Context: an optimization exercise on an open-source flow, tuned for small area, a short achievable clock period and few clock cycles per item. The choices shown serve that exercise and are no tape-out recipe. Function was checked by simulation only, so behaviour that the tests miss may differ from the original. Power figures rest on the tool's default switching activity, not on a simulated workload.

### design/flow/design.v
`default_nettype none
package cacheCfgPkg;
	localparam int TagWidth = 26;
	localparam int IndexWidth = 3;
	localparam int NumSets = 8;  
	localparam int WordsPerBlock = 2;
	localparam int NumWays = 2;
	typedef logic [TagWidth-1:0] tagT;
	typedef logic [IndexWidth-1:0] indexT;
	typedef enum logic [2:0] {
		Idle,
		WriteBack0,  
		WriteBack1,
		Fill0,  
		Fill1
	} ctrlStateT;
endpackage
`default_nettype wire
`default_nettype none
package cpuTypesPkg;
	typedef logic [31:0] wordT;
	typedef struct packed {
		logic [25:0] tag;  
		logic [2:0] index;  
		logic wordSel;  
		logic [1:0] byteOff;  
	} dAddrFieldsT;
	typedef union packed {
		wordT flat;
		dAddrFieldsT fields;
	} dAddrT;
endpackage
`default_nettype wire
`timescale 1ns/1ps
`default_nettype none
import cpuTypesPkg::*;
import cacheCfgPkg::*;
module dcacheWay (
	input logic CLK,
	input logic nRST,
	input cacheCfgPkg::indexT index,
	input logic wordSel,
	input cpuTypesPkg::wordT writeData,
	input cacheCfgPkg::tagT writeTag,
	input logic writeDirty,
	input logic dataWen,
	input logic metaWen,
	output cacheCfgPkg::tagT readTag,
	output logic readValid,
	output logic readDirty,
	output cpuTypesPkg::wordT readData
);
	logic [NumSets-1:0] validBits;
	logic [NumSets-1:0] dirtyBits;
	cacheCfgPkg::tagT tags [NumSets];
	cpuTypesPkg::wordT data [NumSets][WordsPerBlock];
	always_ff @(posedge CLK or negedge nRST) begin
		if (!nRST) begin
			validBits <= '0;
			dirtyBits <= '0;
			for (int s = 0; s < NumSets; s++) begin
				tags[s] <= '0;
				for (int w = 0; w < WordsPerBlock; w++) begin
					data[s][w] <= '0;
				end
			end
		end else begin
			if (dataWen) begin
				data[index][wordSel] <= writeData;
			end
			if (metaWen) begin
				tags[index] <= writeTag;
				dirtyBits[index] <= writeDirty;
				validBits[index] <= 1'b1;
			end
		end
	end
	assign readTag = tags[index];
	assign readValid = validBits[index];
	assign readDirty = dirtyBits[index];
	assign readData = data[index][wordSel];
endmodule
`default_nettype wire
`timescale 1ns/1ps
`default_nettype none
import cpuTypesPkg::*;
import cacheCfgPkg::*;
module dcacheCtrl (
	input logic CLK,
	input logic nRST,
	input logic dmemREN,
	input logic dmemWEN,
	input cpuTypesPkg::dAddrT dmemAddr,
	input cpuTypesPkg::wordT dmemStore,
	output cpuTypesPkg::wordT dmemLoad,
	output logic dhit,
	output logic dREN,
	output logic dWEN,
	output cpuTypesPkg::wordT dAddr,
	output cpuTypesPkg::wordT dStore,
	input cpuTypesPkg::wordT dLoad,
	input logic dwait,
	output cacheCfgPkg::indexT index,
	output logic wordSel,
	output cpuTypesPkg::wordT writeData,
	output cacheCfgPkg::tagT writeTag,
	output logic writeDirty,
	output logic dataWen0,
	output logic metaWen0,
	output logic dataWen1,
	output logic metaWen1,
	input cacheCfgPkg::tagT readTag0,
	input logic readValid0,
	input logic readDirty0,
	input cpuTypesPkg::wordT readData0,
	input cacheCfgPkg::tagT readTag1,
	input logic readValid1,
	input logic readDirty1,
	input cpuTypesPkg::wordT readData1
);
	cacheCfgPkg::ctrlStateT state;
	cacheCfgPkg::ctrlStateT nextState;
	logic [NumSets-1:0] lru;  
	logic [NumWays-1:0] hitVec;
	logic [NumWays-1:0] dataWenVec;
	logic [NumWays-1:0] metaWenVec;
	logic req;
	logic hit;
	logic hitWay;
	logic victim;
	cacheCfgPkg::tagT victimTag;
	logic victimValid;
	logic victimDirty;
	cpuTypesPkg::wordT victimData;
	cacheCfgPkg::tagT reqTag;
	cacheCfgPkg::indexT reqIndex;
	logic inWriteBack;
	logic inFill;
	cpuTypesPkg::dAddrT memAddr;
	assign reqTag = dmemAddr.fields.tag;
	assign reqIndex = dmemAddr.fields.index;
	assign req = dmemREN | dmemWEN;
	assign hitVec[0] = readValid0 && (readTag0 == reqTag);
	assign hitVec[1] = readValid1 && (readTag1 == reqTag);
	assign hit = |hitVec;
	assign hitWay = hitVec[1];  
	assign victim = lru[reqIndex];
	assign victimTag = victim ? readTag1 : readTag0;
	assign victimValid = victim ? readValid1 : readValid0;
	assign victimDirty = victim ? readDirty1 : readDirty0;
	assign victimData = victim ? readData1 : readData0;
	assign inWriteBack = (state == WriteBack0) || (state == WriteBack1);
	assign inFill = (state == Fill0) || (state == Fill1);
	assign dhit = (state == Idle) && req && hit;
	assign dmemLoad = hitWay ? readData1 : readData0;
	assign index = reqIndex;
	always_comb begin
		case (state)
			WriteBack0, Fill0: wordSel = 1'b0;
			WriteBack1, Fill1: wordSel = 1'b1;
			default: wordSel = dmemAddr.fields.wordSel;
		endcase
	end
	assign writeData = inFill ? dLoad : dmemStore;
	assign writeTag = reqTag;
	assign writeDirty = (state == Idle);  
	always_comb begin
		dataWenVec = '0;
		metaWenVec = '0;
		if (dhit && dmemWEN) begin
			dataWenVec[hitWay] = 1'b1;
			metaWenVec[hitWay] = 1'b1;
		end else if (inFill && !dwait) begin
			dataWenVec[victim] = 1'b1;
			metaWenVec[victim] = (state == Fill1);  
		end
	end
	assign dataWen0 = dataWenVec[0];
	assign metaWen0 = metaWenVec[0];
	assign dataWen1 = dataWenVec[1];
	assign metaWen1 = metaWenVec[1];
	always_comb begin
		memAddr.fields.tag = inWriteBack ? victimTag : reqTag;
		memAddr.fields.index = reqIndex;
		memAddr.fields.wordSel = wordSel;
		memAddr.fields.byteOff = 2'b00;
	end
	assign dAddr = memAddr.flat;
	assign dStore = victimData;
	assign dWEN = inWriteBack;
	assign dREN = inFill;
	always_comb begin
		nextState = state;
		case (state)
			Idle: begin
				if (req && !hit) begin
					nextState = (victimValid && victimDirty) ? WriteBack0 : Fill0;
				end
			end
			WriteBack0: begin
				if (!dwait) begin
					nextState = WriteBack1;
				end
			end
			WriteBack1: begin
				if (!dwait) begin
					nextState = Fill0;
				end
			end
			Fill0: begin
				if (!dwait) begin
					nextState = Fill1;
				end
			end
			Fill1: begin
				if (!dwait) begin
					nextState = Idle;  
				end
			end
			default: nextState = Idle;
		endcase
	end
	always_ff @(posedge CLK or negedge nRST) begin
		if (!nRST) begin
			state <= Idle;
			lru <= '0;
		end else begin
			state <= nextState;
			if (dhit) begin
				lru[reqIndex] <= ~hitWay;  
			end
		end
	end
endmodule
`default_nettype wire
`timescale 1ns/1ps
`default_nettype none
import cpuTypesPkg::*;
import cacheCfgPkg::*;
module dcacheTop (
	input logic CLK,
	input logic nRST,
	input logic dmemREN,
	input logic dmemWEN,
	input cpuTypesPkg::dAddrT dmemAddr,
	input cpuTypesPkg::wordT dmemStore,
	output cpuTypesPkg::wordT dmemLoad,
	output logic dhit,
	output logic dREN,
	output logic dWEN,
	output cpuTypesPkg::wordT dAddr,
	output cpuTypesPkg::wordT dStore,
	input cpuTypesPkg::wordT dLoad,
	input logic dwait
);
	cacheCfgPkg::indexT index;
	logic wordSel;
	cpuTypesPkg::wordT writeData;
	cacheCfgPkg::tagT writeTag;
	logic writeDirty;
	logic dataWen0;
	logic metaWen0;
	logic dataWen1;
	logic metaWen1;
	cacheCfgPkg::tagT readTag0;
	cacheCfgPkg::tagT readTag1;
	logic readValid0;
	logic readValid1;
	logic readDirty0;
	logic readDirty1;
	cpuTypesPkg::wordT readData0;
	cpuTypesPkg::wordT readData1;
	dcacheCtrl ctrl (
		.CLK(CLK),
		.nRST(nRST),
		.dmemREN(dmemREN),
		.dmemWEN(dmemWEN),
		.dmemAddr(dmemAddr),
		.dmemStore(dmemStore),
		.dmemLoad(dmemLoad),
		.dhit(dhit),
		.dREN(dREN),
		.dWEN(dWEN),
		.dAddr(dAddr),
		.dStore(dStore),
		.dLoad(dLoad),
		.dwait(dwait),
		.index(index),
		.wordSel(wordSel),
		.writeData(writeData),
		.writeTag(writeTag),
		.writeDirty(writeDirty),
		.dataWen0(dataWen0),
		.metaWen0(metaWen0),
		.dataWen1(dataWen1),
		.metaWen1(metaWen1),
		.readTag0(readTag0),
		.readValid0(readValid0),
		.readDirty0(readDirty0),
		.readData0(readData0),
		.readTag1(readTag1),
		.readValid1(readValid1),
		.readDirty1(readDirty1),
		.readData1(readData1)
	);
	dcacheWay way0 (
		.CLK(CLK),
		.nRST(nRST),
		.index(index),
		.wordSel(wordSel),
		.writeData(writeData),
		.writeTag(writeTag),
		.writeDirty(writeDirty),
		.dataWen(dataWen0),
		.metaWen(metaWen0),
		.readTag(readTag0),
		.readValid(readValid0),
		.readDirty(readDirty0),
		.readData(readData0)
	);
	dcacheWay way1 (
		.CLK(CLK),
		.nRST(nRST),
		.index(index),
		.wordSel(wordSel),
		.writeData(writeData),
		.writeTag(writeTag),
		.writeDirty(writeDirty),
		.dataWen(dataWen1),
		.metaWen(metaWen1),
		.readTag(readTag1),
		.readValid(readValid1),
		.readDirty(readDirty1),
		.readData(readData1)
	);
endmodule
`default_nettype wire
### design/flow/run.sh
#!/bin/bash
# synth_recipe.tcl (not shown) runs the flow's synth.tcl, then flattens the netlist and writes it again
# the make line also repeats each setting of config.mk as NAME=value (left out here)
make -C /OpenROAD-flow-scripts/flow DESIGN_CONFIG=/design/flow/config.mk WORK_HOME=/design/flow/orfs CLKGATE_MAP_FILE= SYNTH_SCRIPT=/design/flow/synth_recipe.tcl finish
### design/flow/config.mk
export PLATFORM = sky130hd
export DESIGN_NAME = dcacheTop
export DESIGN_NICKNAME = dcacheTop
export VERILOG_FILES = /design/flow/design.v
export SDC_FILE = /design/flow/constraint.sdc
export NUM_CORES = 4
export LEC_CHECK = 0
export CAP_MARGIN = 20
export CORE_MARGIN = 2
export CORE_UTILIZATION = 40
export SLEW_MARGIN = 20
### design/flow/constraint.sdc
create_clock -name core_clock -period 7.5 [get_ports {CLK}]
set_input_delay 1.5000 -clock core_clock [delete_from_list [all_inputs] [get_ports {CLK}]]
set_output_delay 1.5000 -clock core_clock [all_outputs]
set_load 0.01 [all_outputs]
==> run summary <==
==> stage by stage <==
stage / power [mW] / instance area [um^2]
2_1_floorplan: 13.49 / 69100
3_3_place_gp: 16.02 / 74880
3_5_place_dp: 16.19 / 74880
4_1_cts: 24.02 / 80030
5_1_grt: 24.96 / 80090
6_report: 23.92 / 80090
==> flip-flops by register name (all words and copies together), names as in the netlist <==
name            count
ctrl.state          3
way0.tags         208
way1.validBits      8
way0.data         512
way1.dirtyBits      8
way0.validBits      8
way0.dirtyBits      8
ctrl.lru            8
way1.data         512
way1.tags         208
==> cell type report <==
type,instances,area share
clock inverter,36,0.004499
antenna,2,0.00006249
inverter,18,0.0009373
tap,2310,0.03609
sequential,1483,0.4633
timing repair buffer,492,0.05832
clock buffer,245,0.05968
multi-input combinational,3565,0.3771
==> layer usage <==
metal	up-vias	track usage
li1	20680	-
met1	25898	0.3555
met2	1862	0.4187
met3	427	0.03975
met4	0	0.09285
met5	-	0
==> repair_timing <==
| action | in CTS | in global routing |
|---|---|---|
| pin swaps | 0 | 1 |
| resized for setup | 1 | 7 |
| endpoints found under the hold margin | 0 | 0 |
| setup endpoints to repair | 1 | 3 |
| cloned | 0 | 0 |
==> cells by family (layout without fill, tap and decap cells) <==
| kind of cell | after synthesis | count (layout) |
|---|---|---|
| multiplexers | 1576 | 1576 |
| AND/OR/NAND/NOR | 974 | 974 |
| other | 1 | 4 |
| XOR/XNOR | 48 | 48 |
| buffers and inverters | 556 | 791 |
| flip-flops | 1483 | 1483 |
| AO/OA/AOI/OAI | 959 | 959 |
| adder cells (fa/ha/maj) | 6 | 6 |
==> worst min-delay path by stage <==
stage | from | endpoint | slack [ns] | cells after the start
after detailed placement | way0.validBits[0] | way0.validBits[0] | 0.45 | 1
final | way0.validBits[4] | way0.validBits[4] | 0.46 | 1
after global placement | way1.validBits[4] | way1.validBits[4] | 0.45 | 1
after floorplan | way0.validBits[4] | way0.validBits[4] | 0.43 | 1
after global routing | way0.validBits[0] | way0.validBits[0] | 0.48 | 1
after CTS | way0.validBits[4] | way0.validBits[4] | 0.47 | 1
==> layout by cell type (no fill, tap or decap), types with 10 or more instances in the layout <==
cell | synthesis | layout
clkbuf_1 | 330 | 45
o22a_1 | 14 | 14
o21ai_0 | 99 | 98
inv_1 | 17 | 15
nor3_1 | 45 | 40
a31oi_1 | 75 | 74
a211oi_4 | 1 | 15
buf_4 | 22 | 259
mux2_2 | 1440 | 1440
and3_1 | 25 | 25
a22oi_1 | 126 | 126
xnor2_1 | 35 | 33
dfrtp_1 | 1483 | 1483
clkdlybuf4s50_1 | 0 | 191
a222oi_1 | 51 | 51
mux2_1 | 65 | 65
nand2b_1 | 13 | 12
nor4_1 | 10 | 10
clkinv_2 | 0 | 19
xor2_1 | 13 | 13
o311ai_0 | 48 | 48
a21oi_1 | 176 | 176
nor2_1 | 142 | 131
a221o_1 | 28 | 28
nand3_1 | 75 | 73
nor2b_1 | 12 | 11
a22o_1 | 70 | 70
a21oi_4 | 0 | 16
mux2i_1 | 62 | 62
or2_2 | 10 | 10
nor2_4 | 0 | 11
o22ai_1 | 24 | 24
nand4_1 | 24 | 24
nand2_1 | 574 | 567
o21ai_4 | 0 | 10
a221oi_1 | 94 | 94
clkbuf_8 | 0 | 35
buf_12 | 0 | 36
clkbuf_16 | 0 | 165
==> worst max-delay path, stage by stage <==
cell and delay (ns):
buf_6 0.17, inv_2 0.09, ha_1 0.23, ha_2 0.20, buf_4 0.22, nor4_4 0.43, buf_4 0.34, a21oi_1 0.07
a31oi_1 0.26, xnor2_1 0.16, buf_4 0.17, nand4_1 0.15, nor3_1 0.39, and2_2 0.32, buf_12 0.22, mux2i_1 0.23
buf_4 0.15, clkdlybuf4s50_1 0.54
==> cells in the mapped netlist, types with 8 or more instances <==
cell type	n
nor2b_1	12
clkbuf_1	330
and3_1	25
o22a_1	14
a22o_1	70
a21oi_1	176
or2_2	10
nor2_1	142
buf_2	138
a221oi_1	94
mux4_2	9
o211ai_1	9
a211oi_2	15
o22ai_1	24
dfrtp_1	1483
mux2_1	65
o21ai_0	99
o31ai_1	8
and2_1	9
nand3_1	75
a21oi_2	16
a221o_1	28
xor2_1	13
a222oi_1	51
nand2_1	574
nor4_1	10
o311ai_0	48
or3_1	8
o21ai_2	8
xnor2_1	35
a2111oi_0	10
buf_4	22
nor3_1	45
nand2b_1	13
mux2_2	1440
inv_1	17
a31oi_1	75
a211oi_1	9
buf_1	44
a22oi_1	126
mux2i_1	62
nand4_1	24
==> where the power goes <==
group,internal (mW),switching [mW],total (mW)
Combinational,2.43,3.63,6.05
Sequential,9.35,0.684,10.0
Clock,4.49,3.34,7.83
==> flow_summary_export.csv <==
group,metric,value,unit
status,status,"timing/DRC/antenna clean",
worst_setup_path,critical_path.startpoint,"dmemAddr[3]",
worst_setup_path,critical_path.endpoint,"dmemLoad[31]",
pwr,p_leak,36.91,nW
drt,antenna_left,0,
placed_design,gp_congestion,0.8973,
drt,drc_errors,0,
die,io_pins,200,
timing,finalSetupTns,0,ns
timing,setup_slack,0.1122,ns
drt,totalWireLength,230100,um
timing,hold-worst-slack,0.4626,ns
pwr,max-vdd-ir-drop,0.0002205,V
worst_setup_path,crit_arrival,5.89,ns
clock_network,ctsHoldBuffers,0,
hold_path,min_path_type,"reg2reg",
synthesis,synth-edff-count,0,
synthesis,synth_fa_ha_area_frac,0.001087,
drt,top_layer_used,"met4",
synthesis,yosysTopAreaCell,"dfrtp_1",
worst_setup_path,r2r-start,"way0.tags[2][6]",
synthesis,synth_mux_area_frac,0.2572,
global_route,grt-ovfl-total,0,
clock_network,clk_pin_slew_worst_paths,0.06,ns
synthesis,synthCells,5603,
timing,slew_violations,0,
clock_network,htreeDepth,4,
layout,layout-drive-gt1-share,0.3591,
die,rows,152,
timing,hold_viol_final,0,
global_route,antenna_found_initial,5,
worst_setup_path,worstPathMaxFanout,16,
layout,fill_cells,15511,
placed_design,place.detailed.hpwl,141600,um
die,dieWidth,419.6,um
layout,multi_input_area,30200,um^2
synthesis,synthXorXnorAreaFrac,0.006085,
global_route,grt_pass1_wl,338400,um
synthesis,yosys_warnings,4,
worst_setup_path,path_class,"in2out",
layout,syn2layout_area_growth,15.92,%
placed_design,port_buffers,195,
layout,fin_util,0.4669,
timing,worst_slew_pin_slew,1.102,ns
clock_network,cts_tree,"done",
worst_setup_path,start_kind,"primary input",
clock_network,post_cts_buffers,0,
timing,slew_headroom,0.2623,
die,fp.dieH,419.6,um
synthesis,synthSimpleGateAreaFrac,0.06117,
layout,finalNonFillerCells,8151,
synthesis,yosys-top-cells-area,"dfrtp_1 54%, mux2_2 23%, nand2_1 3.1%",
global_route,grt.total_usage,0.2598,
drt,wl_met2,108500,um
die,core_area,171500,um^2
worst_setup_path,worstReg2RegEnd,"way0.data[7][16]",
layout,final-seq-area,37110,um^2
die,start_util,0.4028,
timing,skew,0.04977,ns
timing,fin_crit,7.388,ns
clock_network,cts_root_buffer,"clkbuf_16",
clock_network,numCtsBuffers,162,
synthesis,seq_area_frac_synth,0.5371,
synthesis,synth_top_family_by_area,"multiplexers",
synthesis,syn_area,69090,um^2
clock_network,clk_path_buf_depth,3,
drt,m1WireLength,98510,um
worst_setup_path,crit_path_end_kind,"output pin",
drt,drt-pass1-iter-count,7,
layout,nNetsFinal,5829,
timing,fmax,135.4,MHz
drt,num_vias,48867,
synthesis,async_flop_share,1.000,
run,drv_cap,0,
synthesis,netlist.area_leader.share,0.5371,
timing,setup_violations,0,
clock_network,clk_latency,0.83,ns
clock_network,cts_sinks,1483,
synthesis,ys_types,85,
synthesis,synth_compound_area_frac,0.1029,
synthesis,synth_top_flop_cell,"dfrtp_1",
worst_setup_path,required,6.00,ns
drt,drt_iter0_drc,4863,
worst_setup_path,rrSetupSlack,2.76,ns
synthesis,synth.avg_cell_area,12.33,um^2
drt,dr_wl_met3,14900,um
placed_design,dp_slack,-0.005863,ns
pwr,cellPowerDensity,298.6,nW/um^2
worst_setup_path,rr_worst_depth,10,
placed_design,dp_cells,7867,
global_route,grt_pass1_vias,48892,
drt,viasPerCell,5.995,
timing,finalCritPeriodShare,0.9850,
synthesis,synth-seq-cells,1483,
drt,wire_per_inst,28.23,um
die,die_area,176100,um^2
global_route,grt_max_degree,189,
Testbench counts, summed over its fixed seeds: cycles 116,640, items 24,000.

port drivers added, routing unchanged:
The results above use ideal ports. As a check the final layout listed here was re-extracted and re-timed, cells and wires unchanged.
Step 1 assumes that a clkbuf_16 drives the clock port and a buf_2 every other input.
Step 2, shift: input delay + t, output delay - t, t = (earliest + latest rising clock arrival at the registers) / 2. This alone moves slack from input paths to output paths.
a / b / c = ideal ports / drivers / drivers and shift; a / b = the first two.
shift t [ns]: 0.887
slack for setup (ns): 0.112 / 0.001 / 0.001
worst setup path after step 2: input to output
cell pins on the clock port's net: 1
After both steps this run still meets setup and hold. The setup slack of this run moves by -0.111 ns with the drivers and by -0.111 ns with both steps.
